This is an optimization exercise on Yosys and OpenROAD, whose aim is small area, not a production implementation. At most, simulation tests tie the RTL to the original design; equivalence was not proved. Power figures rest on the tool's default switching activity, not on a simulated workload.

## rev 12
==> module mem_dec, before the edit <==
module mem_dec (
    input  alu_system_pkg::data_t i_addr,
    input  wire                   i_wr,
    input  wire                   i_cs_n,
    output logic [255:0]          o_sel_n,
    output logic [255:0]          o_wen
);
    logic [15:0] hi;
    logic [15:0] lo;
    always_comb
    begin
        for (int i = 0; i < 16; i++)
        begin
            hi[i] = (i_addr[7:4] == 4'(i)) & !i_cs_n;
            lo[i] = (i_addr[3:0] == 4'(i));
        end
        for (int r = 0; r < 256; r++)
        begin
            o_sel_n[r] = !(hi[r / 16] & lo[r % 16]);
            o_wen[r]   = hi[r / 16] & lo[r % 16] & i_wr;
        end
    end
endmodule
==> module data_memory, before the edit <==
module data_memory (
    input  wire                  clk,
    input  alu_system_pkg::data_t i_addr,
    input  alu_system_pkg::data_t i_wdata,
    input  wire                  i_wr,
    input  wire                  i_cs_n,
    output alu_system_pkg::data_t o_rdata
);
    logic [255:0]          sel_n;
    logic [255:0]          wen;
    logic [2047:0]         q;
    alu_system_pkg::data_t col;      
    alu_system_pkg::data_t rd;
    logic                  ph;       
    always_ff @(posedge clk)
    begin
        ph <= !ph;
    end
    assign col = i_wr ? (i_wdata ^ {8{ph}}) : '1;
    mem_dec dec0 (
        .i_addr(i_addr), .i_wr(i_wr), .i_cs_n(i_cs_n), .o_sel_n(sel_n), .o_wen(wen)
    );
    for (genvar r = 0; r < 256; r++)
    begin : g_row
        mem_row row (
            .clk(clk), .i_sel_n(sel_n[r]), .i_wen(wen[r]), .i_col(col), .o_q(q[r*8 +: 8])
        );
    end
    mem_read rd0 (.i_sel_n(sel_n), .i_q(q), .o_rd(rd));
    assign o_rdata = (!i_cs_n && !i_wr) ? (rd ^ {8{ph}}) : '0;
endmodule
clock: 10.0 ns
lec_check: 0
cap_margin: 10
core_margin: 2
core_utilization: 60
cts_buf_list: sky130_fd_sc_hd__clkbuf_8
cts_cluster_diameter: 70
cts_cluster_size: 18
gpl_timing_driven: 0
setup_slack_margin: 0.2
slew_margin: 10
synth_hierarchical: 1
synth_minimum_keep_size: 0
standard.sh (not shown) runs the stock make flow with config.mk's settings and CLKGATE_MAP_FILE= SYNTH_SCRIPT=/design/flow/synth_recipe.tcl, a recipe that flattens the netlist after the stock synthesis.
==> flow/flow/run.sh <==
#!/bin/bash
# Standard ORFS layout, except that after the standard synthesis every
# combinational cell is set to its smallest drive strength; the flow's own
# repair steps then size up only what timing needs.
set -euo pipefail
W=$(pwd)
R=$W/orfs/results/$FLOW_PLATFORM/alu_system/base
LIB=$FLOW_HOME/platforms/$FLOW_PLATFORM/lib/sky130_fd_sc_hd__tt_025C_1v80.lib
bash standard.sh synth > $W/flow_synth.log 2>&1
cp $R/1_2_yosys.v $W/1_2_yosys_orig.v
python3 $W/flow/downsize.py $LIB $R/1_2_yosys.v > $W/flow_downsize.log 2>&1
rm -f $R/1_synth.odb
bash standard.sh REMOVE_ABC_BUFFERS=1 "BUFFER_PORTS_ARGS=-buffer_cell sky130_fd_sc_hd__buf_2" finish > $W/flow_finish.log 2>&1
==> flow/flow/downsize.py <==
# Rewrites a Yosys netlist so that every combinational cell uses the smallest-area
# variant of its function (same cell family, different drive strength).
# Registers keep their cell types. Usage: downsize.py LIB NETLIST
import re, sys
lib = open(sys.argv[1]).read()
area = {m.group(1): float(m.group(2)) for m in
        re.finditer(r'cell\s*\(\s*"?(sky130_fd_sc_hd__\w+)"?\s*\)\s*\{.*?area\s*:\s*([\d.]+)', lib, re.S)}
skip = re.compile(r'sky130_fd_sc_hd__(s?e?df|dl|sdl|clk|tap|fill|decap|conb|lpflow|probe|fa_|ha_|maj)')
fam = {}
for c in area:
    m = re.match(r'(sky130_fd_sc_hd__\w+?)_(\d+)$', c)
    if m and not skip.match(c):
        fam.setdefault(m.group(1), []).append(c)
best = {}
for f, cells in fam.items():
    b = min(cells, key=lambda c: (area[c], int(c.rsplit('_', 1)[1])))
    for c in cells:
        if c != b and area[c] > area[b]:
            best[c] = b
text = open(sys.argv[2]).read()
n = [0]
def sub(m):
    c = m.group(1)
    if c in best:
        n[0] += 1
        return best[c] + m.group(2)
    return m.group(0)
text = re.sub(r'\b(sky130_fd_sc_hd__\w+)(\s+[\\\w])', sub, text)
open(sys.argv[2], 'w').write(text)
print("downsized", n[0], "cells")
Here is what was changed in the inputs of rev 13 compared with rev 12.
diff --git a/flow/design.v b/flow/design.v
--- a/flow/design.v
+++ b/flow/design.v
@@ -286,24 +286,39 @@
     assign o_q = q;
 endmodule
-module mem_dec (
+module mem_wen (
+    input  wire  i_sel_n,
+    input  wire  i_hw_n,
+    output logic o_wen
+);
+    assign o_wen = !(i_sel_n | i_hw_n);
+endmodule
+module mem_pre (
     input  alu_system_pkg::data_t i_addr,
-    input  wire                   i_wr,
     input  wire                   i_cs_n,
-    output logic [255:0]          o_sel_n,
-    output logic [255:0]          o_wen
+    input  wire                   i_wr,
+    output logic [15:0]           o_hi,
+    output logic [15:0]           o_hw_n,
+    output logic [15:0]           o_lo
 );
-    logic [15:0] hi;
-    logic [15:0] lo;
     always_comb
     begin
         for (int i = 0; i < 16; i++)
         begin
-            hi[i] = (i_addr[7:4] == 4'(i)) & !i_cs_n;
-            lo[i] = (i_addr[3:0] == 4'(i));
+            o_hi[i]   = (i_addr[7:4] == 4'(i)) & !i_cs_n;
+            o_hw_n[i] = !(o_hi[i] & i_wr);
+            o_lo[i]   = (i_addr[3:0] == 4'(i));
         end
+    end
+endmodule
+module mem_dec (
+    input  wire [15:0]            i_hi,
+    input  wire [15:0]            i_lo,
+    output logic [255:0]          o_sel_n
+);
+    always_comb
+    begin
         for (int r = 0; r < 256; r++)
         begin
-            o_sel_n[r] = !(hi[r / 16] & lo[r % 16]);
-            o_wen[r]   = hi[r / 16] & lo[r % 16] & i_wr;
+            o_sel_n[r] = !(i_hi[r / 16] & i_lo[r % 16]);
         end
     end
@@ -331,4 +346,7 @@
     output alu_system_pkg::data_t o_rdata
 );
+    logic [15:0]           hi;
+    logic [15:0]           hw_n;
+    logic [15:0]           lo;
     logic [255:0]          sel_n;
     logic [255:0]          wen;
@@ -342,9 +360,11 @@
     end
     assign col = i_wr ? (i_wdata ^ {8{ph}}) : '1;
-    mem_dec dec0 (
-        .i_addr(i_addr), .i_wr(i_wr), .i_cs_n(i_cs_n), .o_sel_n(sel_n), .o_wen(wen)
+    mem_pre pre0 (
+        .i_addr(i_addr), .i_cs_n(i_cs_n), .i_wr(i_wr), .o_hi(hi), .o_hw_n(hw_n), .o_lo(lo)
     );
+    mem_dec dec0 (.i_hi(hi), .i_lo(lo), .o_sel_n(sel_n));
     for (genvar r = 0; r < 256; r++)
     begin : g_row
+        mem_wen wen0 (.i_sel_n(sel_n[r]), .i_hw_n(hw_n[r / 16]), .o_wen(wen[r]));
         mem_row row (
             .clk(clk), .i_sel_n(sel_n[r]), .i_wen(wen[r]), .i_col(col), .o_q(q[r*8 +: 8])
--- outcome ---
- Rev 13: full flow OK, the timing, DRC and antenna checks passed
- Relative to rev 12, width of the die has decreased by 3.2 µm in rev 13.
- The final reports for rev 13 and rev 12 show fraction of area in registers higher in the former.
- | area of the multi-input gates | lower: rev 13 |
- Where internal portion of total power is concerned, rev 12 is outperformed by rev 13.
- Rev 13 against rev 12: number of stages on the worst setup path went up by 2, clock share of power up 2.6 points.
- Rev 13 against rev 12: setup slack after layout grew by 0.0054 ns, overall power after layout shrank by about 13%, wire length on met1 shrank by about 2%.
- Rev 12 -> rev 13: area after synthesis decreased slightly
- In rev 13, final area is lower than in rev 12.
- Rev 13 vs. rev 12: wire length now sits lower, shortest period the worst path allows moved down.
- Going from rev 12 to rev 13, the delay contributed by the slowest stage of the critical path was found to have gone down by 0.03 ns.
For rev 12, only the layout was checked, not whether the RTL still works.


north:
alu_system with an RTL version that a note above also has.
Size: roughly 8200 cells after synthesis, roughly 82 I/O pins, roughly 77000 µm² of cells after synthesis.
==> module mem_wen, before the edit <==
module mem_wen (
    input  wire  i_sel_n,
    input  wire  i_hw_n,
    output logic o_wen
);
    assign o_wen = !(i_sel_n | i_hw_n);
endmodule
==> module mem_pre, before the edit <==
module mem_pre (
    input  alu_system_pkg::data_t i_addr,
    input  wire                   i_cs_n,
    input  wire                   i_wr,
    output logic [15:0]           o_hi,
    output logic [15:0]           o_hw_n,
    output logic [15:0]           o_lo
);
    always_comb
    begin
        for (int i = 0; i < 16; i++)
        begin
            o_hi[i]   = (i_addr[7:4] == 4'(i)) & !i_cs_n;
            o_hw_n[i] = !(o_hi[i] & i_wr);
            o_lo[i]   = (i_addr[3:0] == 4'(i));
        end
    end
endmodule
==> module mem_dec, before the edit <==
module mem_dec (
    input  wire [15:0]            i_hi,
    input  wire [15:0]            i_lo,
    output logic [255:0]          o_sel_n
);
    always_comb
    begin
        for (int r = 0; r < 256; r++)
        begin
            o_sel_n[r] = !(i_hi[r / 16] & i_lo[r % 16]);
        end
    end
endmodule
==> module data_memory, before the edit <==
module data_memory (
    input  wire                  clk,
    input  alu_system_pkg::data_t i_addr,
    input  alu_system_pkg::data_t i_wdata,
    input  wire                  i_wr,
    input  wire                  i_cs_n,
    output alu_system_pkg::data_t o_rdata
);
    logic [15:0]           hi;
    logic [15:0]           hw_n;
    logic [15:0]           lo;
    logic [255:0]          sel_n;
    logic [255:0]          wen;
    logic [2047:0]         q;
    alu_system_pkg::data_t col;      
    alu_system_pkg::data_t rd;
    logic                  ph;       
    always_ff @(posedge clk)
    begin
        ph <= !ph;
    end
    assign col = i_wr ? (i_wdata ^ {8{ph}}) : '1;
    mem_pre pre0 (
        .i_addr(i_addr), .i_cs_n(i_cs_n), .i_wr(i_wr), .o_hi(hi), .o_hw_n(hw_n), .o_lo(lo)
    );
    mem_dec dec0 (.i_hi(hi), .i_lo(lo), .o_sel_n(sel_n));
    for (genvar r = 0; r < 256; r++)
    begin : g_row
        mem_wen wen0 (.i_sel_n(sel_n[r]), .i_hw_n(hw_n[r / 16]), .o_wen(wen[r]));
        mem_row row (
            .clk(clk), .i_sel_n(sel_n[r]), .i_wen(wen[r]), .i_col(col), .o_q(q[r*8 +: 8])
        );
    end
    mem_read rd0 (.i_sel_n(sel_n), .i_q(q), .o_rd(rd));
    assign o_rdata = (!i_cs_n && !i_wr) ? (rd ^ {8{ph}}) : '0;
endmodule
clock: 10.0 ns
lec_check: 0
cap_margin: 10
core_margin: 2
core_utilization: 60
cts_buf_list: sky130_fd_sc_hd__clkbuf_16
cts_cluster_diameter: 100
cts_cluster_size: 28
gpl_timing_driven: 0
setup_slack_margin: 0.2
slew_margin: 10
synth_hierarchical: 1
synth_minimum_keep_size: 0
Scripts as last shown in full above: flow/flow/run.sh, flow/flow/downsize.py
[inputs] south vs north
-- flow/design.v --
<<< north, line 286
    assign o_q = q;
endmodule
module mem_wen (
    input  wire  i_sel_n,
    input  wire  i_hw_n,
    output logic o_wen
);
    assign o_wen = !(i_sel_n | i_hw_n);
endmodule
module mem_pre (
    input  alu_system_pkg::data_t i_addr,
    input  wire                   i_cs_n,
    input  wire                   i_wr,
    output logic [15:0]           o_hi,
    output logic [15:0]           o_hw_n,
    output logic [15:0]           o_lo
);
    always_comb
    begin
        for (int i = 0; i < 16; i++)
        begin
            o_hi[i]   = (i_addr[7:4] == 4'(i)) & !i_cs_n;
            o_hw_n[i] = !(o_hi[i] & i_wr);
            o_lo[i]   = (i_addr[3:0] == 4'(i));
        end
    end
endmodule
module mem_dec (
    input  wire [15:0]            i_hi,
    input  wire [15:0]            i_lo,
    output logic [255:0]          o_sel_n
);
    always_comb
    begin
        for (int r = 0; r < 256; r++)
        begin
            o_sel_n[r] = !(i_hi[r / 16] & i_lo[r % 16]);
        end
    end
>>> south, line 286
    assign o_q = q;
endmodule
module mem_dec (
    input  alu_system_pkg::data_t i_addr,
    input  wire                   i_wr,
    input  wire                   i_cs_n,
    output logic [255:0]          o_sel_n,
    output logic [255:0]          o_wen
);
    logic [15:0] hi;
    logic [15:0] lo;
    always_comb
    begin
        for (int i = 0; i < 16; i++)
        begin
            hi[i] = (i_addr[7:4] == 4'(i)) & !i_cs_n;
            lo[i] = (i_addr[3:0] == 4'(i));
        end
        for (int r = 0; r < 256; r++)
        begin
            o_sel_n[r] = !(hi[r / 16] & lo[r % 16]);
            o_wen[r]   = hi[r / 16] & lo[r % 16] & i_wr;
        end
    end
<<< north, line 346
    output alu_system_pkg::data_t o_rdata
);
    logic [15:0]           hi;
    logic [15:0]           hw_n;
    logic [15:0]           lo;
    logic [255:0]          sel_n;
    logic [255:0]          wen;
>>> south, line 331
    output alu_system_pkg::data_t o_rdata
);
    logic [255:0]          sel_n;
    logic [255:0]          wen;
<<< north, line 360
    end
    assign col = i_wr ? (i_wdata ^ {8{ph}}) : '1;
    mem_pre pre0 (
        .i_addr(i_addr), .i_cs_n(i_cs_n), .i_wr(i_wr), .o_hi(hi), .o_hw_n(hw_n), .o_lo(lo)
    );
    mem_dec dec0 (.i_hi(hi), .i_lo(lo), .o_sel_n(sel_n));
    for (genvar r = 0; r < 256; r++)
    begin : g_row
        mem_wen wen0 (.i_sel_n(sel_n[r]), .i_hw_n(hw_n[r / 16]), .o_wen(wen[r]));
        mem_row row (
            .clk(clk), .i_sel_n(sel_n[r]), .i_wen(wen[r]), .i_col(col), .o_q(q[r*8 +: 8])
>>> south, line 342
    end
    assign col = i_wr ? (i_wdata ^ {8{ph}}) : '1;
    mem_dec dec0 (
        .i_addr(i_addr), .i_wr(i_wr), .i_cs_n(i_cs_n), .o_sel_n(sel_n), .o_wen(wen)
    );
    for (genvar r = 0; r < 256; r++)
    begin : g_row
        mem_row row (
            .clk(clk), .i_sel_n(sel_n[r]), .i_wen(wen[r]), .i_col(col), .o_q(q[r*8 +: 8])
- south consumes more power than north does.
- south vs north — largest fanout of any net on the critical path dropped 1.
- Taking north as the reference, in south power share of the combinational group increased by 5.0 points relative to the old numbers; die area shows an increase of 2300 µm².
- Compared to north, the routing of south uses more wire.
- south vs north, post-synth design cell area went up by 1400 µm².
- The via count reported for south is higher than the one for north.
- In the flow results for south and north, the proportion of layout cells with a drive suffix above 1 is larger on south.
- Of south and north, north shows the lower number of global-route vias before repair, with south above it.
- Going from north to south, least setup slack across all paths after layout decreased 0.087 ns, fraction of power consumed by the clock network decreased 3.3 points, clock period minus worst slack increased 0.087 ns.
The RTL of south was laid out without a check of its function.

==> afterwards: timing with drivers on the ports <==
The results above use ideal ports. As a check the final layouts listed here were re-extracted and re-timed, cells and wires unchanged.
Step 1 assumes that a clkbuf_16 drives the clock port and a buf_2 every other input.
Step 2, shift: input delay + t, output delay - t, t = (earliest + latest rising clock arrival at the registers) / 2. This alone moves slack from input paths to output paths.
a / b / c = ideal ports / drivers / drivers and shift; a / b = the first two.
run | t, ns | slack for setup (ns) | slew at the worst register clock pin (ns)
rev 12 | 0.988 | 0.134 / 0.081 / 0.081 | 0.12 / 0.12
rev 13 | 0.969 | 0.139 / 0.103 / 0.103 | 0.12 / 0.12
north | 0.793 | 0.194 / 0.158 / 0.158 | 0.12 / 0.12
south | 0.820 | 0.107 / 0.056 / 0.056 | 0.12 / 0.12
After both steps setup and hold are still met in every run listed. For rev 12, which loses most, drivers alone change the setup slack by -0.053 ns; drivers and shift together by -0.053 ns.
